From an optimization exercise on the open Yosys and OpenROAD flow, aimed at small area, a short achievable clock period and few clock cycles; shortcuts taken in it are not production practice.
The RTL was checked by simulation tests, not by an equivalence proof against the original design.
Power and IR drop assume default switching activity.

==> flow/design.v <==
package mips_mc_core_pkg;
  localparam logic [5:0] OP_RTYPE = 6'h00;
  localparam logic [5:0] OP_J     = 6'h02;
  localparam logic [5:0] OP_JAL   = 6'h03;
  localparam logic [5:0] OP_BEQ   = 6'h04;
  localparam logic [5:0] OP_BNE   = 6'h05;
  localparam logic [5:0] OP_ADDIU = 6'h09;
  localparam logic [5:0] OP_ORI   = 6'h0d;
  localparam logic [5:0] OP_LUI   = 6'h0f;
  localparam logic [5:0] OP_LW    = 6'h23;
  localparam logic [5:0] OP_SW    = 6'h2b;
  localparam logic [5:0] FN_SLL  = 6'h00;
  localparam logic [5:0] FN_JR   = 6'h08;
  localparam logic [5:0] FN_ADDU = 6'h21;
  localparam logic [5:0] FN_SUBU = 6'h23;
  localparam logic [5:0] FN_AND  = 6'h24;
  localparam logic [5:0] FN_OR   = 6'h25;
  localparam logic [5:0] FN_SLT  = 6'h2a;
endpackage
module mips_mc_regfile (
  input  logic        clk,
  input  logic        reset,
  input  logic [4:0]  ra1,
  input  logic [4:0]  ra2,
  output logic [31:0] rd1,
  output logic [31:0] rd2,
  input  logic [31:1] we_row,
  input  logic [31:0] wd
);
  logic [31:0] regs [32];
  logic [31:0] vld;
  assign regs[0] = '0;
  assign vld[0]  = 1'b0;
  generate
    for (genvar gi = 1; gi < 32; gi++) begin : g_reg
      logic [31:0] q_reg;
      logic        v_reg;
      always_ff @(posedge clk) begin
        if (we_row[gi]) q_reg <= wd;
      end
      always_ff @(posedge clk or negedge reset) begin
        if (!reset) v_reg <= 1'b0;
        else if (we_row[gi]) v_reg <= 1'b1;
      end
      assign regs[gi] = q_reg;
      assign vld[gi]  = v_reg;
    end
  endgenerate
  always_comb begin
    rd1 = '0;
    rd2 = '0;
    for (int i = 1; i < 32; i++) begin
      rd1 = rd1 | ({32{(ra1 == 5'(i)) && vld[i]}} & regs[i]);
      rd2 = rd2 | ({32{(ra2 == 5'(i)) && vld[i]}} & regs[i]);
    end
  end
endmodule
import mips_mc_core_pkg::*;
module mips_mc_core #(
  parameter logic [31:0] RESET_PC = 32'h0000_3000,
  parameter int          ADDR_W   = 12
) (
  input  logic              clk,
  input  logic              reset,
  output logic              mem_req,
  output logic              mem_we,
  output logic [ADDR_W-1:0] mem_addr,
  output logic [31:0]       mem_wdata,
  input  logic [31:0]       mem_rdata,
  input  logic              mem_ack,
  output logic [31:0]       pc_o,
  output logic              retire,
  output logic              illegal
);
  localparam int AW = ADDR_W - 2;   
  logic [31:0]   pc_reg, ir_reg, a_reg, b_reg, wdata_reg;
  logic          xv_reg, retire_reg, illegal_reg;
  logic [AW-1:0] addr_reg, fa_reg;
  logic          req_reg, we_reg, kill_reg, fa_req;
  logic          m_valid, m_lw;
  logic [4:0]    m_wa;
  logic       c_sub, c_sum, c_and, c_or, c_slt, c_sll, c_link, c_ars, c_brt;
  logic       c_we, c_lw, c_sw, c_br, c_bne, c_jr, c_jmp, c_legal;
  logic [4:0] c_wa;
  logic [4:0]  x_rs, x_rt, shamt;
  logic [15:0] imm;
  assign x_rs  = ir_reg[25:21];
  assign x_rt  = ir_reg[20:16];
  assign shamt = ir_reg[10:6];
  assign imm   = ir_reg[15:0];
  logic [32:0] sum33;
  logic [31:0] sum, alu_res, pc_plus4;
  logic        lt, s_sum, s_and, s_or, s_slt, s_sll, s_link;
  assign sum33    = {a_reg, 1'b1} + {b_reg, c_sub};
  assign sum      = sum33[32:1];
  assign lt       = (a_reg[31] == b_reg[31]) ? a_reg[31] : sum[31];
  assign pc_plus4 = {pc_reg[31:2] + 30'd1, pc_reg[1:0]};
  assign s_sum    = c_sum  & ~m_valid;
  assign s_and    = c_and  & ~m_valid;
  assign s_or     = c_or   & ~m_valid;
  assign s_slt    = c_slt  & ~m_valid;
  assign s_sll    = c_sll  & ~m_valid;
  assign s_link   = c_link & ~m_valid;
  always_comb begin
    alu_res = '0;
    if (s_sum)   alu_res = alu_res | sum;
    if (s_and)   alu_res = alu_res | (a_reg & b_reg);
    if (s_or)    alu_res = alu_res | (a_reg | b_reg);
    if (s_slt)   alu_res = alu_res | {31'b0, lt};
    if (s_sll)   alu_res = alu_res | (b_reg << shamt);
    if (s_link)  alu_res = alu_res | pc_plus4;
    if (m_valid) alu_res = alu_res | mem_rdata;
  end
  logic        eq, taken;
  logic [30:0] br_sum;
  logic [31:0] br_target, target, npc;
  assign eq        = (a_reg == b_reg);
  assign taken     = c_jmp | c_jr | (c_br & (eq ^ c_bne));
  assign br_sum    = {pc_reg[31:2], 1'b1} + {{14{imm[15]}}, imm, 1'b1};
  assign br_target = {br_sum[30:1], pc_reg[1:0]};
  always_comb begin
    if (c_jr)       target = a_reg;
    else if (c_jmp) target = {pc_plus4[31:28], ir_reg[25:0], 2'b00};
    else            target = br_target;
  end
  assign npc = taken ? target : pc_plus4;
  logic [ADDR_W-1:0] x_ea;
  assign x_ea = a_reg[ADDR_W-1:0] + imm[ADDR_W-1:0];
  logic x_act, x_ldst, xfer_done, fetch_xfer, fetch_done, x_done, m_done, mispredict, x_we;
  assign x_act      = xv_reg & ~m_valid;
  assign x_ldst     = c_lw | c_sw;
  assign xfer_done  = req_reg & mem_ack;
  assign m_done     = m_valid & xfer_done;
  assign fetch_xfer = xfer_done & ~m_valid;
  assign mispredict = x_act & c_br & ~taken & (imm != 16'h0);
  assign fetch_done = fetch_xfer & ~kill_reg & ~mispredict;
  assign x_done     = x_act & (~x_ldst | fetch_xfer);
  assign x_we       = x_act & c_we;
  logic [31:0] rf_rd1, rf_rd2, rf_wd;
  logic [31:1] x_row, m_row, we_row;
  always_comb begin
    for (int i = 1; i < 32; i++) begin
      x_row[i]  = x_we && (c_wa == 5'(i));
      m_row[i]  = m_valid && m_lw && (m_wa == 5'(i));
      we_row[i] = x_row[i] | (m_row[i] & xfer_done);
    end
  end
  assign rf_wd = alu_res;
  logic [5:0]  f_op, f_fn;
  logic [4:0]  f_rs, f_rt, f_rd;
  logic [15:0] f_imm;
  assign f_op  = mem_rdata[31:26];
  assign f_rs  = mem_rdata[25:21];
  assign f_rt  = mem_rdata[20:16];
  assign f_rd  = mem_rdata[15:11];
  assign f_fn  = mem_rdata[5:0];
  assign f_imm = mem_rdata[15:0];
  mips_mc_regfile u_regfile (
    .clk   (clk),
    .reset (reset),
    .ra1   (f_rs),
    .ra2   (f_rt),
    .rd1   (rf_rd1),
    .rd2   (rf_rd2),
    .we_row(we_row),
    .wd    (rf_wd)
  );
  logic f_rtype, f_sll, f_jr, f_addu, f_subu, f_and, f_or, f_slt;
  logic f_j, f_jal, f_beq, f_bne, f_addiu, f_ori, f_lui, f_lw, f_sw;
  assign f_rtype = (f_op == OP_RTYPE);
  assign f_sll   = f_rtype && (f_fn == FN_SLL);
  assign f_jr    = f_rtype && (f_fn == FN_JR);
  assign f_addu  = f_rtype && (f_fn == FN_ADDU);
  assign f_subu  = f_rtype && (f_fn == FN_SUBU);
  assign f_and   = f_rtype && (f_fn == FN_AND);
  assign f_or    = f_rtype && (f_fn == FN_OR);
  assign f_slt   = f_rtype && (f_fn == FN_SLT);
  assign f_j     = (f_op == OP_J);
  assign f_jal   = (f_op == OP_JAL);
  assign f_beq   = (f_op == OP_BEQ);
  assign f_bne   = (f_op == OP_BNE);
  assign f_addiu = (f_op == OP_ADDIU);
  assign f_ori   = (f_op == OP_ORI);
  assign f_lui   = (f_op == OP_LUI);
  assign f_lw    = (f_op == OP_LW);
  assign f_sw    = (f_op == OP_SW);
  logic       f_legal, f_alu, f_imm_op, f_sub;
  logic [4:0] f_wa;
  assign f_legal  = f_sll | f_jr | f_addu | f_subu | f_and | f_or | f_slt |
                    f_j | f_jal | f_beq | f_bne | f_addiu | f_ori | f_lui | f_lw | f_sw;
  assign f_alu    = f_sll | f_addu | f_subu | f_and | f_or | f_slt | f_addiu | f_ori | f_lui;
  assign f_imm_op = f_addiu | f_ori | f_lui;
  assign f_sub    = f_subu | f_slt;
  assign f_wa     = f_rtype ? f_rd : (f_jal ? 5'd31 : f_rt);
  logic        byp_a, byp_b, o_imm, o_lui, o_ori, o_sub;
  logic [31:0] f_ext, a_next, b_next;
  assign o_imm = (f_op[5:3] == 3'b001);
  assign o_lui = f_op[1];
  assign o_ori = f_op[2] & ~f_op[1];
  assign o_sub = f_rtype & f_fn[1];
  always_comb begin
    if (o_lui)      f_ext = {f_imm, 16'h0000};
    else if (o_ori) f_ext = {16'h0000, f_imm};
    else            f_ext = {{16{f_imm[15]}}, f_imm};
  end
  assign byp_a  = x_we && (c_wa == f_rs);
  assign byp_b  = x_we && (c_wa == f_rt);
  assign a_next = (o_imm & o_lui) ? 32'h0 : (byp_a ? alu_res : rf_rd1);
  assign b_next = o_imm ? f_ext : ((byp_b ? alu_res : rf_rd2) ^ {32{o_sub}});
  logic          f_stale;
  logic [AW-1:0] f_seq, f_next;
  logic [AW:0]   f_br_sum;
  assign f_seq    = addr_reg + AW'(1);
  assign f_br_sum = {addr_reg, 1'b1} + {f_imm[AW-1:0], 1'b1};
  assign f_stale  = f_jr & (byp_a | (xv_reg & c_lw & (c_wa == f_rs)));
  always_comb begin
    if (f_j | f_jal)       f_next = mem_rdata[AW-1:0];
    else if (f_jr)         f_next = rf_rd1[ADDR_W-1:2];
    else if (f_beq | f_bne) f_next = f_br_sum[AW:1];
    else                   f_next = f_seq;
  end
  logic snoop, snoop_a, snoop_b;
  assign snoop   = m_done & m_lw;
  assign snoop_a = snoop & c_ars & (x_rs == m_wa);
  assign snoop_b = snoop & c_brt & (x_rt == m_wa);
  always_ff @(posedge clk) begin
    if (fetch_xfer) begin
      ir_reg  <= mem_rdata;
      a_reg   <= a_next;
      b_reg   <= b_next;
      c_sub   <= f_sub;
      c_sum   <= f_addu | f_subu | f_addiu;
      c_and   <= f_and;
      c_or    <= f_or | f_ori | f_lui;
      c_slt   <= f_slt;
      c_sll   <= f_sll;
      c_link  <= f_jal;
      c_ars   <= ~f_lui;
      c_brt   <= ~f_imm_op;
      c_we    <= (f_alu | f_jal) && (f_wa != 5'd0);
      c_wa    <= f_wa;
      c_lw    <= f_lw;
      c_sw    <= f_sw;
      c_br    <= f_beq | f_bne;
      c_bne   <= f_bne;
      c_jr    <= f_jr;
      c_jmp   <= f_j | f_jal;
      c_legal <= f_legal;
    end else begin
      if (snoop_a) a_reg <= mem_rdata;
      if (snoop_b) b_reg <= mem_rdata ^ {32{c_sub}};
    end
    if (x_act && x_ldst && fetch_xfer) begin
      wdata_reg <= b_reg;
      m_lw      <= c_lw && (x_rt != 5'd0);
      m_wa      <= x_rt;
    end
  end
  logic          h_xv, k_xv, h_retire, k_retire, h_illegal, k_illegal;
  logic [31:0]   h_pc, k_pc;
  logic [AW-1:0] h_addr, k_addr, k_fa;
  logic          h_req, k_req, h_we, k_we, h_kill, k_kill, h_m, k_m, k_fa_req;
  always_comb begin
    h_xv      = xv_reg;
    h_retire  = 1'b0;
    h_illegal = illegal_reg;
    h_pc      = pc_reg;
    h_addr    = addr_reg;
    h_req     = req_reg;
    h_we      = we_reg;
    h_kill    = kill_reg;
    h_m       = m_valid;
    if (x_act && !x_ldst) begin
      h_xv     = 1'b0;
      h_retire = c_legal;
      h_pc     = npc;
      if (!c_legal) h_illegal = 1'b1;
    end
    if (mispredict) begin
      h_kill = 1'b1;
    end else if (x_act && !x_ldst && c_legal && !req_reg) begin
      h_addr = npc[ADDR_W-1:2];
      h_req  = 1'b1;
    end else if (!xv_reg && !req_reg && !illegal_reg && !kill_reg && !m_valid) begin
      h_req = 1'b1;
    end
  end
  always_comb begin
    k_xv      = xv_reg;
    k_retire  = 1'b0;
    k_illegal = illegal_reg;
    k_pc      = pc_reg;
    k_addr    = addr_reg;
    k_req     = req_reg;
    k_we      = we_reg;
    k_kill    = kill_reg;
    k_m       = m_valid;
    k_fa      = fa_reg;
    k_fa_req  = fa_req;
    if (m_valid) begin
      k_retire = 1'b1;
      k_addr   = fa_reg;
      k_we     = 1'b0;
      k_req    = fa_req;
      k_m      = 1'b0;
    end else begin
      if (xv_reg) begin
        k_pc     = npc;
        k_retire = c_legal & ~x_ldst;
        if (!c_legal) k_illegal = 1'b1;
      end
      if (mispredict) begin
        k_xv   = 1'b0;
        k_addr = npc[ADDR_W-1:2];
      end else if (kill_reg) begin
        k_xv   = 1'b0;
        k_addr = pc_reg[ADDR_W-1:2];
        k_kill = 1'b0;
      end else begin
        k_xv = 1'b1;
        if (xv_reg && x_ldst) begin
          k_addr   = x_ea[ADDR_W-1:2];
          k_we     = c_sw;
          k_m      = 1'b1;
          k_fa     = f_next;
          k_fa_req = f_legal & ~f_stale;
        end else begin
          k_addr = f_next;
          k_req  = f_legal & ~f_stale;
        end
      end
    end
  end
  always_ff @(posedge clk or negedge reset) begin
    if (!reset) begin
      pc_reg      <= RESET_PC;
      xv_reg      <= 1'b0;
      retire_reg  <= 1'b0;
      illegal_reg <= 1'b0;
      addr_reg    <= RESET_PC[ADDR_W-1:2];
      req_reg     <= 1'b0;
      we_reg      <= 1'b0;
      kill_reg    <= 1'b0;
      fa_reg      <= '0;
      fa_req      <= 1'b0;
      m_valid     <= 1'b0;
    end else if (xfer_done) begin
      pc_reg      <= k_pc;
      xv_reg      <= k_xv;
      retire_reg  <= k_retire;
      illegal_reg <= k_illegal;
      addr_reg    <= k_addr;
      req_reg     <= k_req;
      we_reg      <= k_we;
      kill_reg    <= k_kill;
      fa_reg      <= k_fa;
      fa_req      <= k_fa_req;
      m_valid     <= k_m;
    end else begin
      pc_reg      <= h_pc;
      xv_reg      <= h_xv;
      retire_reg  <= h_retire;
      illegal_reg <= h_illegal;
      addr_reg    <= h_addr;
      req_reg     <= h_req;
      we_reg      <= h_we;
      kill_reg    <= h_kill;
      m_valid     <= h_m;
    end
  end
  assign mem_req   = req_reg;
  assign mem_we    = we_reg;
  assign mem_addr  = {addr_reg, 2'b00};
  assign mem_wdata = wdata_reg;
  assign pc_o      = pc_reg;
  assign retire    = retire_reg;
  assign illegal   = illegal_reg;
endmodule
==> flow/flow/run.sh <==
#!/bin/bash
# Own layout flow: the standard ORFS flow (standard.sh, unchanged
# synthesis, floorplan, power grid and taps), with two make settings:
#  - the port buffers are buf_4 cells rather than the flow's default pick;
#  - timing repair may resize a cell to one of another footprint.
set -euo pipefail
here=$(pwd)
bash "$here/standard.sh" \
  "BUFFER_PORTS_ARGS=-buffer_cell sky130_fd_sc_hd__buf_4" \
  MATCH_CELL_FOOTPRINT=0 \
  finish > "$here/standard.log" 2>&1
==> flow/standard.sh <==
#!/bin/bash
# synth_recipe.tcl (not shown) runs the flow's synth.tcl, then flattens the netlist and writes it again
# the make line also repeats each setting of config.mk as NAME=value (left out here)
make -C /OpenROAD-flow-scripts/flow DESIGN_CONFIG=/design/flow/config.mk WORK_HOME=/design/flow/orfs CLKGATE_MAP_FILE= SYNTH_SCRIPT=/design/flow/synth_recipe.tcl "${@:-finish}"
==> flow/config.mk <==
export PLATFORM = sky130hd
export DESIGN_NAME = mips_mc_core
export DESIGN_NICKNAME = mips_mc_core
export VERILOG_FILES = /design/flow/design.v
export SDC_FILE = /design/flow/constraint.sdc
export NUM_CORES = 4
export LEC_CHECK = 0
export CAP_MARGIN = 20
export CELL_PAD_IN_SITES_DETAIL_PLACEMENT = 1
export CELL_PAD_IN_SITES_GLOBAL_PLACEMENT = 2
export CORE_MARGIN = 2
export CORE_UTILIZATION = 45
export CTS_CLUSTER_DIAMETER = 60
export CTS_CLUSTER_SIZE = 26
export GPL_ROUTABILITY_DRIVEN = 1
export SETUP_SLACK_MARGIN = 4.0
export SLEW_MARGIN = 20
==> flow/constraint.sdc <==
create_clock -name core_clock -period 8.0 [get_ports {clk}]
set_input_delay 1.6000 -clock core_clock [delete_from_list [all_inputs] [get_ports {clk}]]
set_output_delay 1.6000 -clock core_clock [all_outputs]
set_load 0.01 [all_outputs]
==> results.ini, run 1 <==
[critical_path]
crit_fanout = 15
criticalPathCategory = in -> reg
r2r_setup_slack_ns = 4.02
arrival_ns = 4.77
required_ns = 8.65
worst_setup_path_start_kind = input pin
end_kind = register

[floorplanning]
die-height_microns = 373
die_area_sq_mm = 0.139
coreArea_sq_mm = 0.135
io_pins = 115
fp.dieW_microns = 373
core.rowCount = 135
start_util_pct = 45.3

[clock_tree]
clkTransAtPathRegs_ns = 0.06
cts_made_buffers = 113
clk-insertion-delay-late_ns = 0.80
clock-sinks = 1233
cts_root_buf = clkbuf_16
hold_buffers = 0
cts_tree = built
cts_max_path_buffers = 3
cts_max_level = 3

[cells_and_area]
final_cells = 7079
multi_input_area_sq_mm = 0.0245
fill_cells = 13500
drive_gt1_share_pct = 20.6
final_cell_mix = edfxtp_1, a22oi_1, buf_4
seq_area_sq_mm = 0.0366
layout_commonest_cell = edfxtp_1
largest_reg_flops = 992
areaGrowthSynthToFinish_pct = 18.7
fin_nets = 5335

[power_and_ir_drop]
power_density_mw_per_mm2 = 349
ir_drop_uv = 280
p_leak_nw = 24.6

[global_route]
overflow = 0
grt_max_degree = 59
antenna_found_initial = 17
grt_pass1_vias = 53100
grt_pass1_wl_microns = 451000
grt.total_usage_pct = 46.9

[hold_path]
hold_path_class = reg -> reg

[timing]
post-route-min-period_ns = 4.12
fin_crit_sh_pct = 51.5
setup_viol = 0
rsz0062_at_grt = true
fin_skew_ns = 0.0674
max_freq_ghz = 0.243
setup_tns_ns = 0
drv_slew = 0
worst_slew_pin_slew_ns = 1.07
maxSlewHeadroom_pct = 27.8
finalHoldViolCount = 0

[outcome]
outcome = complete, no violations

[synthesis]
synth-async-reset-ratio_pct = 7.38
yosys.cell_types.count = 84
synth_warnings = 3
synth_top_area_share_pct = 56.1
synth_edf_count = 1142
synthTopCellsByArea = edfxtp_1, a22oi_1, a221oi_1
ys_seq_elements = 1233
postSynthAreaPerCell_sq_um = 12.3
synthFlopType = edfxtp_1
syn_inst = 4973
yosys.area.top_type = edfxtp_1
seq_area_frac_synth_pct = 59.8
syn-cell-area_sq_mm = 0.0612

[drt]
drtAntennaViolNets = 0
vias = 56000
firstDrtPassIters = 11
post_drt_via_cell_ratio = 7.91
wire_per_inst_microns = 47.8
drt_wl_total_microns = 338000
drc_errors = 0
first_iter_violations = 11400

[placed_design]
gp_congestion = 1.02
place_hpwl_microns = 214000
placedCellCount = 6676
port-buffer-count = 112

[job]
drv_cap = 0

-- synth_stat cells, types with 14 or more instances --
cell,instances
clkbuf_1,342
xnor2_1,97
inv_1,110
o21ai_0,196
mux2i_1,54
a31oi_1,27
nand4_1,116
mux4_2,23
o221ai_1,31
a221oi_1,276
a21oi_1,209
or2_2,48
and2_1,18
and3_1,86
xor2_1,45
a22oi_1,413
nor2_1,168
nor4_1,34
edfxtp_1,1142
nor2b_1,20
o22ai_1,43
a21o_1,30
nand2_1,291
nand2b_1,36
o211ai_1,32
a211oi_1,33
ha_1,115
a22o_1,246
or3_1,19
nor3b_1,14
buf_1,45
o21a_1,16
nand3_1,174
dfrtp_1,89
nor3_1,72
a222oi_1,65
-- metrics by stage --
step	hold slack, ns	util [%]	total power, mW	setup slack, ns	area (sq um)
5_1_grt	0.495	53.7	26.0	3.81	72500
4_1_cts	0.480	52.7	24.6	3.99	71200
3_3_place_gp	0.467	48.1	17.9	2.45	65000
3_5_place_dp	0.469	48.2	18.0	2.53	65200
2_1_floorplan	0.434	-	14.2	3.88	61700
6_report	0.475	53.7	25.4	3.88	72600
-- worst max-delay path, stage by stage --
cell and delay [ns]:
buf_4 0.20, nor2b_4 0.33, and3_4 0.57, buf_4 0.42, buf_4 0.32, a221oi_1 0.12
nand3_1 0.10, or4_4 0.21, nand2_1 0.07, a31oi_1 0.43, a21oi_1 0.14, o31ai_1 0.24
-- layer usage --
metal  routed length (microns)  vias to the layer above  GRT usage, %
li1                          -                    20700             -
met1                    115000                    27900          57.1
met2                    142000                     5713          68.7
met3                     50500                     1683          17.3
met4                     30100                        6          33.6
met5                        39                        -         0.105
-- area by class of cell --
class | count | area share, %
clock inverters | 92 | 1.77
diodes | 16 | 0.0552
inverters | 117 | 0.640
repair buffers | 488 | 6.13
multi-input cells | 3227 | 33.8
clock buffers | 123 | 4.13
repair inverters | 2 | 0.0207
flip-flops and latches | 1233 | 50.4
well taps | 1781 | 3.07
-- logic make-up after synthesis --
group                    after synthesis  synth area share (%)
buffers and inverters                518                  3.24
flip-flops                          1233                  59.8
adder cells (fa/ha/maj)              118                  2.45
AND/OR/NAND/NOR                     1145                  9.53
multiplexers                          87                  1.91
AO/OA/AOI/OAI                       1729                  21.0
other                                  1               0.00613
XOR/XNOR                             142                  2.03
-- path summary, 6_finish.rpt --
kind,startpoint,end,cells past startpoint
setup / recovery,mem_rdata[24],addr_reg[8]$_DFFE_PN0P_,12
hold / removal,c_legal$_DFFE_PP_,illegal_reg$_DFFE_PN0P_,1
setup reg to reg,ir_reg[6]$_DFFE_PP_,b_reg[21]$_DFFE_PP_,11
hold reg to reg,c_legal$_DFFE_PP_,illegal_reg$_DFFE_PN0P_,1
max in group asynchronous,reset,u_regfile.g_reg[3].v_reg$_DFFE_PN0P_,2
min in group asynchronous,reset,pc_reg[8]$_DFFE_PN0P_,1
-- where the power goes --
part	switching [mW]	internal, mW	leakage, nW
registers	0.740	9.09	11.2
clock network	3.11	3.09	2.07
logic	6.48	2.85	11.3
total	10.3	15.0	24.6
-- what timing repair did --
item | CTS | global route
cloned | 4 | 3
resized for setup | 228 | 151
buffers inserted | 89 | 75
endpoints found under the setup margin | 1046 | 604
pin swaps | 39 | 47
Testbench counts, summed over its fixed seeds: cycles 10,011.
==> inputs of run 2 (changes only) <==
--- a/flow/config.mk
+++ b/flow/config.mk
@@ -10,5 +10,5 @@
 export CELL_PAD_IN_SITES_GLOBAL_PLACEMENT = 2
 export CORE_MARGIN = 2
-export CORE_UTILIZATION = 45
+export CORE_UTILIZATION = 48
 export CTS_CLUSTER_DIAMETER = 60
 export CTS_CLUSTER_SIZE = 26
==> run 2 against run 1 <==
Clock power fell by 2%; largest cell class unchanged; power grew 1.4%; setup slack worse by 0.042 ns; sequential cell count is the same; combinational power rose by 5.8%; hold slack gained 0.024 ns; still clean on timing, DRC and antenna.
==> results.ini, run 2 <==
[cells_and_area]
seq_area_sq_mm = 0.0366  ; about the same
final_cell_mix = edfxtp_1, buf_4, a22oi_1
drive_gt1_share_pct = 21.6  ; +1.0 points
areaGrowthSynthToFinish_pct = 19.1
fin_nets = 5363  ; +0.52%
largest_reg_flops = 992  ; unchanged
final_cells = 6975  ; -1.5%
layout_commonest_cell = edfxtp_1
finish.utilization_pct = 57.8  ; +4.1 points
fill_cells = 12300  ; -9.1%
multi_input_area_sq_mm = 0.0249  ; +1.7%

[drt]
post_drt_via_cell_ratio = 8.22  ; +3.9%
drc_errors = 0  ; unchanged
drt_wl_total_microns = 344000  ; +1.6%
firstDrtPassIters = 10  ; -1
vias = 57300  ; +2.4%
first_iter_violations = 12700  ; +12%
drtAntennaViolNets = 0  ; unchanged
wire_per_inst_microns = 49.3  ; +3.1%

[floorplanning]
die-height_microns = 361  ; -3.1%
fp.dieW_microns = 361  ; -3.1%
core.rowCount = 130  ; -3.7%
coreArea_sq_mm = 0.126  ; -6.7%
io_pins = 115  ; unchanged
start_util_pct = 48.5  ; +3.3 points
die_area_sq_mm = 0.130  ; -6.2%

[power_and_ir_drop]
p_leak_nw = 24.8  ; +0.66%
finalPower_mw = 25.7  ; +1.4%
ir_drop_uv = 280  ; about the same
power_density_mw_per_mm2 = 353  ; +1.1%

[critical_path]
critPathBufInv = 2  ; -1
required_ns = 8.46  ; -0.19 ns
path_cells = buf_6, mux2i_1, mux2i_1, mux2i_4, nand2_1, o21ai_2, nor2_1, a21oi_1, o221ai_2, buf_4, o21ai_0, xnor2_1, o221ai_1
criticalPathCategory = reg -> reg
crit_family = compound AO/OA/AOI/OAI gates
max_stage_delay_ns = 0.41  ; -0.16 ns
path_common_cell = mux2i_1
cp_slowest_cell = mux2i_1
crit_fanout = 41  ; +26
arrival_ns = 4.62  ; -0.15 ns
end_kind = register
worst_setup_path_start_kind = register

[global_route]
grt_pass1_vias = 53600  ; +0.88%
grt_pass1_wl_microns = 454000  ; +0.78%
grt.total_usage_pct = 50.7  ; +3.8 points
overflow = 0  ; unchanged
grt_max_degree = 59  ; unchanged
antenna_found_initial = 25  ; +8

[hold_path]
hold_path_class = reg -> reg

[synthesis]
yosysMostFrequentCell = edfxtp_1
syn_inst = 4973  ; unchanged
postSynthAreaPerCell_sq_um = 12.3  ; unchanged
seq_area_frac_synth_pct = 59.8  ; unchanged
synthTopCellsByArea = edfxtp_1, a22oi_1, a221oi_1
synthFlopType = edfxtp_1
synth_warnings = 3  ; unchanged
synth-async-reset-ratio_pct = 7.38  ; unchanged
synth_commonest_cells = edfxtp_1, a22oi_1, clkbuf_1
syn-cell-area_sq_mm = 0.0612  ; unchanged
ys_seq_elements = 1233  ; unchanged
synth_edf_count = 1142  ; unchanged
synth_top_area_share_pct = 56.1  ; unchanged
yosys.cell_types.count = 84  ; unchanged
yosys.area.top_type = edfxtp_1

[placed_design]
port-buffer-count = 112  ; unchanged
placedCellCount = 6530  ; -2.2%
gp_congestion = 1.01  ; -1.2%
place_hpwl_microns = 205000  ; -3.9%

[clock_tree]
cts_tree = built
cts_max_level = 3  ; unchanged
cts_made_buffers = 112  ; -0.88%
cts_root_buf = clkbuf_16
clock-sinks = 1233  ; unchanged
clk-insertion-delay-late_ns = 0.83  ; +0.03 ns
cts_max_path_buffers = 3  ; unchanged
clkTransAtPathRegs_ns = 0.07  ; about the same
hold_buffers = 0  ; unchanged

[timing]
maxSlewHeadroom_pct = 17.1  ; -11 points
max_freq_ghz = 0.240  ; -1.0%
fin_skew_ns = 0.0669  ; -0.000546 ns
setup_tns_ns = 0  ; unchanged
setup_viol = 0  ; unchanged
drv_slew = 0  ; unchanged
fin_crit_sh_pct = 52.0  ; +0.52 points
worst_slew_pin_slew_ns = 1.23  ; +0.158 ns
finalHoldViolCount = 0  ; unchanged
rsz0062_at_grt = true
post-route-min-period_ns = 4.16  ; +0.0417 ns
hold_slack_ns = 0.499  ; +0.0242 ns

[outcome]
outcome = complete, no violations

[job]
drv_cap = 0  ; unchanged

==> run 2: repair_timing <==
action | CTS | global route
endpoints found under the hold margin | 0 | 0
setup buffers | 113 | 88
setup endpoints to repair | 1492 | 486
resized for setup | 276 | 191
gates cloned | 6 | 9
pin swaps | 63 | 70
==> run 2: metrics by stage <==
stage	setup slack [ns]	instance area (sq um)
final	3.84	72800
after global routing	3.89	72800
after detailed placement	2.13	64800
after floorplan	3.88	61700
after global placement	2.16	64700
after CTS	3.57	71100
==> run 2: worst register-to-register path, delay by kind of cell, from the launching register on <==
kind / cells / cell delay, ns
simple gates: 2 / 0.23
flops: 1 / 0.34
buf+inv: 2 / 0.69
xor+xnor: 1 / 0.17
compound gates: 5 / 1.38
mux: 3 / 1.04
==> run 2: per-layer routing <==
layer  share of wire, %  GRT usage, %  vias to the layer above
met2                 40          70.9                     6391
li1                   -             -                    20800
met1                 33          60.1                    28100
met3                 17          23.8                     2047
met5               0.16          1.81                        -
met4                 10          39.1                       34
==> run 2: kinds of logic (layout without fill, tap and decap cells) <==
family | after synthesis | in the layout | share of synthesized area (%)
AO/OA/AOI/OAI | 1729 | 1736 | 21.0
flip-flops | 1233 | 1233 | 59.8
AND/OR/NAND/NOR | 1145 | 1148 | 9.53
buffers and inverters | 518 | 842 | 3.24
XOR/XNOR | 142 | 142 | 2.03
adder cells (fa/ha/maj) | 118 | 118 | 2.45
multiplexers | 87 | 87 | 1.91
other | 1 | 19 | 0.00613
==> run 2: area by class of cell <==
| class | count | share of cell area (%) |
|---|---|---|
| Clock buffer | 118 | 3.98 |
| Tap cell | 1650 | 2.83 |
| Multi-Input combinational cell | 3233 | 34.2 |
| Antenna cell | 17 | 0.0584 |
| Sequential cell | 1233 | 50.2 |
| Clock inverter | 94 | 1.70 |
| Timing Repair Buffer | 512 | 6.33 |
| Inverter | 117 | 0.637 |
| Timing Repair inverter | 1 | 0.0103 |
==> run 2: worst paths after layout <==
path	start	end	slack (ns)	cells after the start
setup / recovery	ir_reg[7]$_DFFE_PP_	b_reg[12]$_DFFE_PP_	3.84	13
hold reg to reg	fa_reg[3]$_DFFE_PN0P_	fa_reg[3]$_DFFE_PN0P_	0.50	2
setup reg to reg	ir_reg[7]$_DFFE_PP_	b_reg[12]$_DFFE_PP_	3.84	13
max in group asynchronous	reset	u_regfile.g_reg[12].v_reg$_DFFE_PN0P_	5.89	2
min in group asynchronous	reset	fa_reg[7]$_DFFE_PN0P_	0.77	1
hold / removal	fa_reg[3]$_DFFE_PN0P_	fa_reg[3]$_DFFE_PN0P_	0.50	2
==> run 2: where the power goes <==
group	total (mW)	internal, mW	leakage [nW]	switching (mW)
registers	9.79	9.09	11.2	0.707
logic	9.87	2.98	11.6	6.89
clock network	6.06	2.92	1.98	3.14
total	25.7	15.0	24.8	10.7
==> inputs of run 3 (changes only) <==
--- a/flow/config.mk
+++ b/flow/config.mk
@@ -10,7 +10,5 @@
 export CELL_PAD_IN_SITES_GLOBAL_PLACEMENT = 2
 export CORE_MARGIN = 2
-export CORE_UTILIZATION = 48
-export CTS_CLUSTER_DIAMETER = 60
-export CTS_CLUSTER_SIZE = 26
+export CORE_UTILIZATION = 40
 export GPL_ROUTABILITY_DRIVEN = 1
 export SETUP_SLACK_MARGIN = 4.0
==> run 3 against run 2 <==
Global-route usage fell by 6.6 points; non-clock buffer count rose by 5; setup slack improved by 0.061 ns; highest routed layer unchanged; critical endpoint is now addr_reg[5]$_DFFE_PN0P_; core utilization fell by 9.0 points; die area rose by 20%; sequential cell count did not move; first-iteration DRC count fell by 21%.
==> results.ini, run 3 <==
[timing]
drv_slew = 0  ; unchanged
setup_viol = 0  ; unchanged
setup_tns_ns = 0  ; unchanged
worst_slew_pin_slew_ns = 1.12  ; -0.109 ns
max_freq_ghz = 0.244  ; +1.5%
post-route-min-period_ns = 4.10  ; -0.0612 ns
maxSlewHeadroom_pct = 25.3  ; +8.2 points
fin_crit_sh_pct = 51.2  ; -0.77 points
finalHoldViolCount = 0  ; unchanged
fin_skew_ns = 0.0430  ; -0.0239 ns
rsz0062_at_grt = true

[synthesis]
synth_warnings = 3  ; unchanged
syn_inst = 4973  ; unchanged
postSynthAreaPerCell_sq_um = 12.3  ; unchanged
synthTopCellsByArea = edfxtp_1, a22oi_1, a221oi_1
synth-async-reset-ratio_pct = 7.38  ; unchanged
yosys.area.top_type = edfxtp_1
synth_edf_count = 1142  ; unchanged
ys_seq_elements = 1233  ; unchanged
seq_area_frac_synth_pct = 59.8  ; unchanged
synthFlopType = edfxtp_1
synth_commonest_cells = edfxtp_1, a22oi_1, clkbuf_1
syn-cell-area_sq_mm = 0.0612  ; unchanged
yosys.cell_types.count = 84  ; unchanged
yosysMostFrequentCell = edfxtp_1
synth_top_area_share_pct = 56.1  ; unchanged

[power_and_ir_drop]
p_leak_nw = 25.2  ; +1.5%
p_int_mw = 16.0  ; +7.1%
finalPower_mw = 26.4  ; +2.7%
power_frac_comb_pct = 36.4  ; -2.0 points
ir_drop_uv = 188  ; -33%
seqPwrFrac_pct = 37.1  ; -1.0 points
power_density_mw_per_mm2 = 357  ; +1.1%
netSwitchingFraction_pct = 39.3  ; -2.5 points
p_switching_mw = 10.4  ; -3.3%
clkPwrFrac_pct = 26.5  ; +2.9 points

[floorplanning]
die-height_microns = 395  ; +9.4%
coreArea_sq_mm = 0.152  ; +21%
start_util_pct = 40.3  ; -8.3 points
fp.dieW_microns = 395  ; +9.4%
io_pins = 115  ; unchanged
die_area_sq_mm = 0.156  ; +20%
core.rowCount = 143  ; +10%

[clock_tree]
clock-sinks = 1233  ; unchanged
cts_max_level = 4  ; +1
cts_max_path_buffers = 3  ; unchanged
cts_root_buf = clkbuf_16
clkTransAtPathRegs_ns = 0.06  ; about the same
hold_buffers = 0  ; unchanged
cts_made_buffers = 141  ; +26%
cts_tree = built
clk-insertion-delay-late_ns = 0.84  ; about the same

[cells_and_area]
layout_commonest_cell = edfxtp_1
final_cell_mix = edfxtp_1, buf_4, a22oi_1
seq_area_sq_mm = 0.0366  ; about the same
largest_reg_flops = 992  ; unchanged
multi_input_area_sq_mm = 0.0248  ; -0.42%
fill_cells = 15300  ; +24%
areaGrowthSynthToFinish_pct = 21.1
drive_gt1_share_pct = 21.4  ; -0.15 points
fin_nets = 5404  ; +0.76%

[critical_path]
max_stage_delay_ns = 0.65  ; +0.24 ns
crit_fanout = 16  ; -61%
endpoint = addr_reg[5]$_DFFE_PN0P_
arrival_ns = 4.85  ; +0.23 ns
cp.depth = 13  ; unchanged
path_cells = buf_6, nor3b_4, and3_4, buf_4, a22oi_1, nand3_1, or4_4, a22oi_1, o21ai_1, nand2_1, a21oi_1, a221oi_2, a21oi_1
reg2reg_to = a_reg[30]$_DFFE_PP_
r2r_cells = 16  ; +3
required_ns = 8.75  ; +0.29 ns
critPathBufInv = 2  ; unchanged
critPathLaunch = mem_rdata[21]
end_kind = register
r2r_setup_slack_ns = 4.06  ; +0.22 ns
criticalPathCategory = in -> reg
crit_family = simple AND/OR/NAND/NOR gates
cp_slowest_cell = and3_4
worst_setup_path_start_kind = input pin
r2r_start = b_reg[7]$_DFFE_PP_

[drt]
vias = 55800  ; -2.6%
drtAntennaViolNets = 0  ; unchanged
wire_per_inst_microns = 48.3  ; -2.0%
firstDrtPassIters = 10  ; unchanged
first_iter_violations = 10100  ; -21%
drc_errors = 0  ; unchanged
post_drt_via_cell_ratio = 7.52  ; -8.5%
drt_wl_total_microns = 358000  ; +4.3%

[placed_design]
place_hpwl_microns = 220000  ; +7.2%
port-buffer-count = 112  ; unchanged
gp_congestion = 0.956  ; -5.2%

[outcome]
outcome = complete, no violations

[global_route]
grt_pass1_vias = 53100  ; -0.99%
grt_max_degree = 59  ; unchanged
overflow = 0  ; unchanged
grt_pass1_wl_microns = 470000  ; +3.5%
grt.total_usage_pct = 44.1  ; -6.6 points
antenna_found_initial = 31  ; +24%

[hold_path]
hold_path_class = reg -> reg
hp-start = fa_reg[4]$_DFFE_PN0P_

[job]
drv_cap = 0  ; unchanged

-- run 3: metrics by stage --
| step | area [sq um] | hold slack [ns] | instances | utilization, % | setup slack, ns |
|---|---|---|---|---|---|
| 2_1_floorplan | 61700 | 0.434 | 4974 | - | 3.88 |
| 3_3_place_gp | 65300 | 0.464 | 6919 | 43.0 | 2.25 |
| 3_5_place_dp | 65300 | 0.477 | 6919 | 43.0 | 2.22 |
| 4_1_cts | 72300 | 0.487 | 7299 | 47.6 | 3.86 |
| 5_1_grt | 74000 | 0.502 | 7401 | 48.7 | 3.94 |
| 6_report | 74000 | 0.489 | 7420 | 48.7 | 3.90 |
-- run 3: power by group through the flow --
| stage | Sequential [mW] | Combinational, mW | Clock, mW |
|---|---|---|---|
| after floorplan | 9.66 | 4.55 | 0 |
| after global placement | 10.0 | 8.03 | 0 |
| after detailed placement | 10.0 | 8.09 | 0 |
| after CTS | 9.80 | 9.05 | 7.03 |
| after global routing | 9.84 | 10.1 | 7.26 |
| final | 9.81 | 9.62 | 7.01 |
-- run 3: area by class of cell --
type                            instances  area share [%]
Timing Repair inverter                  3          0.0270
Clock buffer                          167            4.97
Tap cell                             2030            3.43
Multi-Input combinational cell       3238            33.5
Sequential cell                      1233            49.4
Antenna cell                           21          0.0710
Clock inverter                         94            1.72
Inverter                              117           0.623
Timing Repair Buffer                  517            6.24
-- run 3: cell families (layout without fill, tap and decap cells) --
logic type,Yosys count,after routing,synth area share (%)
and+or+nand+nor,1145,1157,9.53
muxes,87,87,1.91
DFF,1233,1233,59.8
xor gates and xnor gates,142,142,2.03
buffers and inverters,518,898,3.24
AOI/OAI and AO/OA,1729,1732,21.0
adders and majority gates,118,118,2.45
other,1,23,0.00613
-- run 3: repair_timing --
action                                  in CTS  in global routing
gates cloned                                12                 12
resized for setup                          260                179
endpoints found under the setup margin    1334                398
buffers inserted                           107                 88
pin swaps                                   42                 64
-- run 3: worst min-delay path by stage --
stage | endpoint | slack, ns | cells past startpoint
floorplan | illegal_reg$_DFFE_PN0P_ | 0.43 | 1
global placement | illegal_reg$_DFFE_PN0P_ | 0.46 | 1
detailed placement | fa_reg[0]$_DFFE_PN0P_ | 0.48 | 2
CTS | fa_reg[0]$_DFFE_PN0P_ | 0.49 | 2
global route | fa_reg[0]$_DFFE_PN0P_ | 0.50 | 2
finish | fa_reg[4]$_DFFE_PN0P_ | 0.49 | 2
-- run 3: worst min-delay path, cell delays in order (launching register included) --
cell and delay (ns):
dfrtp_1 0.34, nand2_1 0.05, o21ai_0 0.06
-- run 3: layer usage --
metal  global-route usage (%)  up-vias  part of all wire (%)  wire, microns
met1                     53.3    28200                    35         126000
met2                     66.5     5219                    43         155000
li1                         -    20900                     -              -
met4                     28.4       26                   8.1          28900
met3                     15.9     1552                    14          49100
met5                        0        -                 0.075            269
==> inputs of run 4 (changes only) <==
--- a/flow/design.v
+++ b/flow/design.v
@@ -25,5 +25,6 @@
   output logic [31:0] rd1,
   output logic [31:0] rd2,
-  input  logic [31:1] we_row,
+  input  logic        we,
+  input  logic [4:0]  wa,
   input  logic [31:0] wd
 );
@@ -37,9 +38,9 @@
       logic        v_reg;
       always_ff @(posedge clk) begin
-        if (we_row[gi]) q_reg <= wd;
+        if (we && (wa == 5'(gi))) q_reg <= wd;
       end
       always_ff @(posedge clk or negedge reset) begin
         if (!reset) v_reg <= 1'b0;
-        else if (we_row[gi]) v_reg <= 1'b1;
+        else if (we && (wa == 5'(gi))) v_reg <= 1'b1;
       end
       assign regs[gi] = q_reg;
@@ -138,12 +139,8 @@
   assign x_we       = x_act & c_we;
   logic [31:0] rf_rd1, rf_rd2, rf_wd;
-  logic [31:1] x_row, m_row, we_row;
-  always_comb begin
-    for (int i = 1; i < 32; i++) begin
-      x_row[i]  = x_we && (c_wa == 5'(i));
-      m_row[i]  = m_valid && m_lw && (m_wa == 5'(i));
-      we_row[i] = x_row[i] | (m_row[i] & xfer_done);
-    end
-  end
+  logic        rf_we;
+  logic [4:0]  rf_wa;
+  assign rf_we = x_we | (m_done & m_lw);
+  assign rf_wa = m_valid ? m_wa : c_wa;
   assign rf_wd = alu_res;
   logic [5:0]  f_op, f_fn;
@@ -163,5 +160,6 @@
     .rd1   (rf_rd1),
     .rd2   (rf_rd2),
-    .we_row(we_row),
+    .we    (rf_we),
+    .wa    (rf_wa),
     .wd    (rf_wd)
   );
--- a/flow/config.mk
+++ b/flow/config.mk
@@ -10,5 +10,7 @@
 export CELL_PAD_IN_SITES_GLOBAL_PLACEMENT = 2
 export CORE_MARGIN = 2
-export CORE_UTILIZATION = 40
+export CORE_UTILIZATION = 45
+export CTS_CLUSTER_DIAMETER = 60
+export CTS_CLUSTER_SIZE = 26
 export GPL_ROUTABILITY_DRIVEN = 1
 export SETUP_SLACK_MARGIN = 4.0
==> run 4 against run 3 <==
Sequential power grew 0.4%; clock skew rose by 0.061 ns; sequential cell count did not move.
==> results.ini, run 4 <==
[floorplanning]
die-height_microns = 374  ; -5.4%
io_pins = 115  ; unchanged
core.rowCount = 135  ; -5.6%
coreArea_sq_mm = 0.136  ; -11%
die_area_sq_mm = 0.140  ; -10%
start_util_pct = 45.4  ; +5.1 points
fp.dieW_microns = 374  ; -5.4%

[clock_tree]
cts_made_buffers = 112  ; -21%
clk-insertion-delay-late_ns = 0.85  ; about the same
hold_buffers = 0  ; unchanged
cts_max_path_buffers = 3  ; unchanged
cts_max_level = 3  ; -1
clock-sinks = 1233  ; unchanged
cts_root_buf = clkbuf_16
clkTransAtPathRegs_ns = 0.07  ; about the same
cts_tree = built

[timing]
maxSlewHeadroom_pct = 23.9  ; -1.3 points
fin_skew_ns = 0.104  ; +0.0611 ns
fin_crit_sh_pct = 52.6  ; +1.4 points
setup_tns_ns = 0  ; unchanged
fin_ws_ns = 3.79  ; -0.114 ns
post-route-min-period_ns = 4.21  ; +0.114 ns
finalHoldViolCount = 0  ; unchanged
drv_slew = 0  ; unchanged
setup_viol = 0  ; unchanged
rsz0062_at_grt = true
worst_slew_pin_slew_ns = 1.14  ; +0.0202 ns
max_freq_ghz = 0.237  ; -2.7%

[critical_path]
arrival_ns = 4.73  ; -0.12 ns
end_kind = register
crit_fanout = 18  ; +2
worst_setup_path_start_kind = input pin
criticalPathCategory = in -> reg
required_ns = 8.52  ; -0.23 ns

[drt]
wire_per_inst_microns = 48.6  ; +0.72%
drtAntennaViolNets = 0  ; unchanged
met1_length_microns = 118000  ; -5.8%
highest_layer = met5
drc_errors = 0  ; unchanged
drt_wl_total_microns = 349000  ; -2.5%
post_drt_via_cell_ratio = 7.93  ; +5.4%
routed-wl-met2_microns = 144000  ; -7.0%
wl_met3_microns = 53000  ; +7.9%
firstDrtPassIters = 10  ; unchanged
first_iter_violations = 11200  ; +11%
vias = 56900  ; +2.0%

[cells_and_area]
drive_gt1_share_pct = 21.4  ; -0.062 points
areaGrowthSynthToFinish_pct = 18.3
fin_nets = 5435  ; +0.57%
largest_reg_flops = 992  ; unchanged
final_cell_mix = edfxtp_1, a22oi_1, buf_4
final_cells = 7179  ; -3.2%
layout_commonest_cell = edfxtp_1
final_area_sq_mm = 0.0728  ; -1.7%
fill_cells = 13500  ; -12%

[hold_path]
hold_path_class = reg -> reg

[synthesis]
syn-cell-area_sq_mm = 0.0616  ; +0.64%
synth_edf_count = 1142  ; unchanged
yosys.area.top_type = edfxtp_1
seq_area_frac_synth_pct = 59.4  ; -0.38 points
postSynthAreaPerCell_sq_um = 12.2  ; -0.58%
yosysMostFrequentCell = edfxtp_1
yosys.cell_types.count = 98  ; +17%
synth_commonest_cells = edfxtp_1, a22oi_1, nand2_1
synth_warnings = 3  ; unchanged
ys_seq_elements = 1233  ; unchanged
synth-async-reset-ratio_pct = 7.38  ; unchanged
synthFlopType = edfxtp_1
synth_top_area_share_pct = 55.7  ; -0.36 points
synthTopCellsByArea = edfxtp_1, a22oi_1, dfrtp_1
syn_inst = 5034  ; +1.2%

[global_route]
grt_pass1_wl_microns = 462000  ; -1.8%
grt_max_degree = 69  ; +17%
antenna_found_initial = 20  ; -35%
grt.total_usage_pct = 48.2  ; +4.1 points
grt_pass1_vias = 53500  ; +0.79%
overflow = 0  ; unchanged

[placed_design]
port-buffer-count = 112  ; unchanged
place_hpwl_microns = 216000  ; -1.8%
dpl_worst_slack_ns = 2.06  ; -0.155 ns
gp_congestion = 0.994  ; +3.9%
postPlaceCellArea_sq_mm = 0.0651  ; -0.32%
placedCellCount = 6738  ; -2.6%

[power_and_ir_drop]
p_leak_nw = 25.2  ; +0.30%
power_density_mw_per_mm2 = 348  ; -2.4%
ir_drop_uv = 236  ; +25%

[job]
drv_cap = 0  ; unchanged

[outcome]
outcome = complete, no violations

==> run 4: cell types whose count changed in the layout (fill, tap and decap cells not counted), moves of 27 or more <==
cell,before,now
a221oi_1,264,232
a22o_1,246,214
a22oi_1,410,463
and3_1,23,50
clkbuf_16,147,114
nor2_4,7,38
o22ai_4,32,4
==> run 4: routing by layer <==
metal  vias up  track usage, %
li1      21000               -
met1     28300            57.9
met2      5875            69.1
met3      1808            19.7
met4        16            36.3
met5         -           0.995
==> run 4: cells by family after synthesis <==
group | share of synthesized area (%)
fa+ha+maj | 2.44
flops | 59.4
compound gates | 20.7
xor+xnor | 2.01
other cells | 0.00609
mux | 2.03
simple gates | 9.96
buf+inv | 3.42
==> run 4: report_power, final <==
| part | internal [mW] | leakage (nW) | switching (mW) |
|---|---|---|---|
| logic | 2.86 | 11.9 | 6.65 |
| registers | 9.07 | 11.4 | 0.781 |
| clock network | 2.99 | 1.97 | 3.02 |
| total | 14.9 | 25.2 | 10.5 |
==> run 4: final timing paths <==
path                            cells after the start  slack (ns)                                    end               start
worst max-delay path                               11        3.79                    b_reg[29]$_DFFE_PP_       mem_rdata[17]
worst min-delay path                                1        0.49                illegal_reg$_DFFE_PN0P_   c_legal$_DFFE_PP_
worst max register to register                     13        3.85                    b_reg[21]$_DFFE_PP_  a_reg[7]$_DFFE_PP_
worst min register to register                      1        0.49                illegal_reg$_DFFE_PN0P_   c_legal$_DFFE_PP_
max in group asynchronous                           2        6.11                  pc_reg[2]$_DFFE_PN0P_               reset
min in group asynchronous                           1        0.72  u_regfile.g_reg[15].v_reg$_DFFE_PN0P_               reset
==> run 4: what timing repair did <==
action	4_1_cts	5_1_grt
gates cloned	12	5
endpoints found under the setup margin	1305	333
pin swaps	45	49
setup buffers	139	55
endpoints found under the hold margin	0	0
gates resized for setup	253	159
==> run 4: stage by stage <==
step / util [%] / total power [mW] / hold WS [ns]
floorplan: - / 14.1 / 0.433
global placement: 48.0 / 18.0 / 0.468
detailed placement: 48.0 / 18.1 / 0.463
CTS: 52.7 / 24.6 / 0.468
global route: 53.6 / 26.0 / 0.496
finish: 53.7 / 25.4 / 0.491
==> run 4: area by class of cell <==
cell class | instances | area, sq um | area share [%]
Clock inverter | 97 | 1240 | 1.70
Timing Repair inverter | 5 | 30.0 | 0.0412
Multi-Input combinational cell | 3300 | 24800 | 34.1
Inverter | 123 | 503 | 0.691
Antenna cell | 18 | 45.0 | 0.0619
Clock buffer | 115 | 2850 | 3.91
Timing Repair Buffer | 507 | 4500 | 6.18
Sequential cell | 1233 | 36600 | 50.2
Tap cell | 1781 | 2230 | 3.06
==> run 4: critical path: stages <==
cell and delay (ns):
buf_4 0.19, nor2_2 0.41, and3_4 0.60, buf_4 0.55, a22oi_1 0.18, nand3_1 0.13
nor2_1 0.06, nand3_1 0.14, o22ai_4 0.16, xnor2_1 0.21, a221oi_2 0.39
Testbench counts of run 4, summed over its fixed seeds: cycles 10,011.

port drivers added, routing unchanged:
The results above use ideal ports. As a check the final layouts listed here were re-extracted and re-timed, cells and wires unchanged. Step 1, drivers: a clkbuf_16 drives clk and a buf_2 each remaining input, both assumed. Step 2 times the ports against the registers' clock, not the clock port: input delays grow and output delays shrink by t, the midpoint of the rising clock arrivals with the driver on. Slacks: ideal ports / drivers / drivers and shift; pairs: ideal ports / drivers.
| run | t, ns | slack for setup (ns) | worst setup path at the end | cell pins on the clock port's net |
|---|---|---|---|---|
| run 1 | 0.858 | 3.883 / 3.907 / 3.049 | input to register | 1 |
| run 2 | 0.881 | 3.841 / 3.841 / 3.020 | input to register | 1 |
| run 3 | 0.896 | 3.902 / 3.869 / 2.973 | input to register | 1 |
| run 4 | 0.877 | 3.789 / 3.820 / 2.943 | input to register | 1 |
After both steps setup and hold are still met in every run listed. For run 3, which loses most, drivers alone change the setup slack by -0.033 ns; drivers and shift together by -0.929 ns.
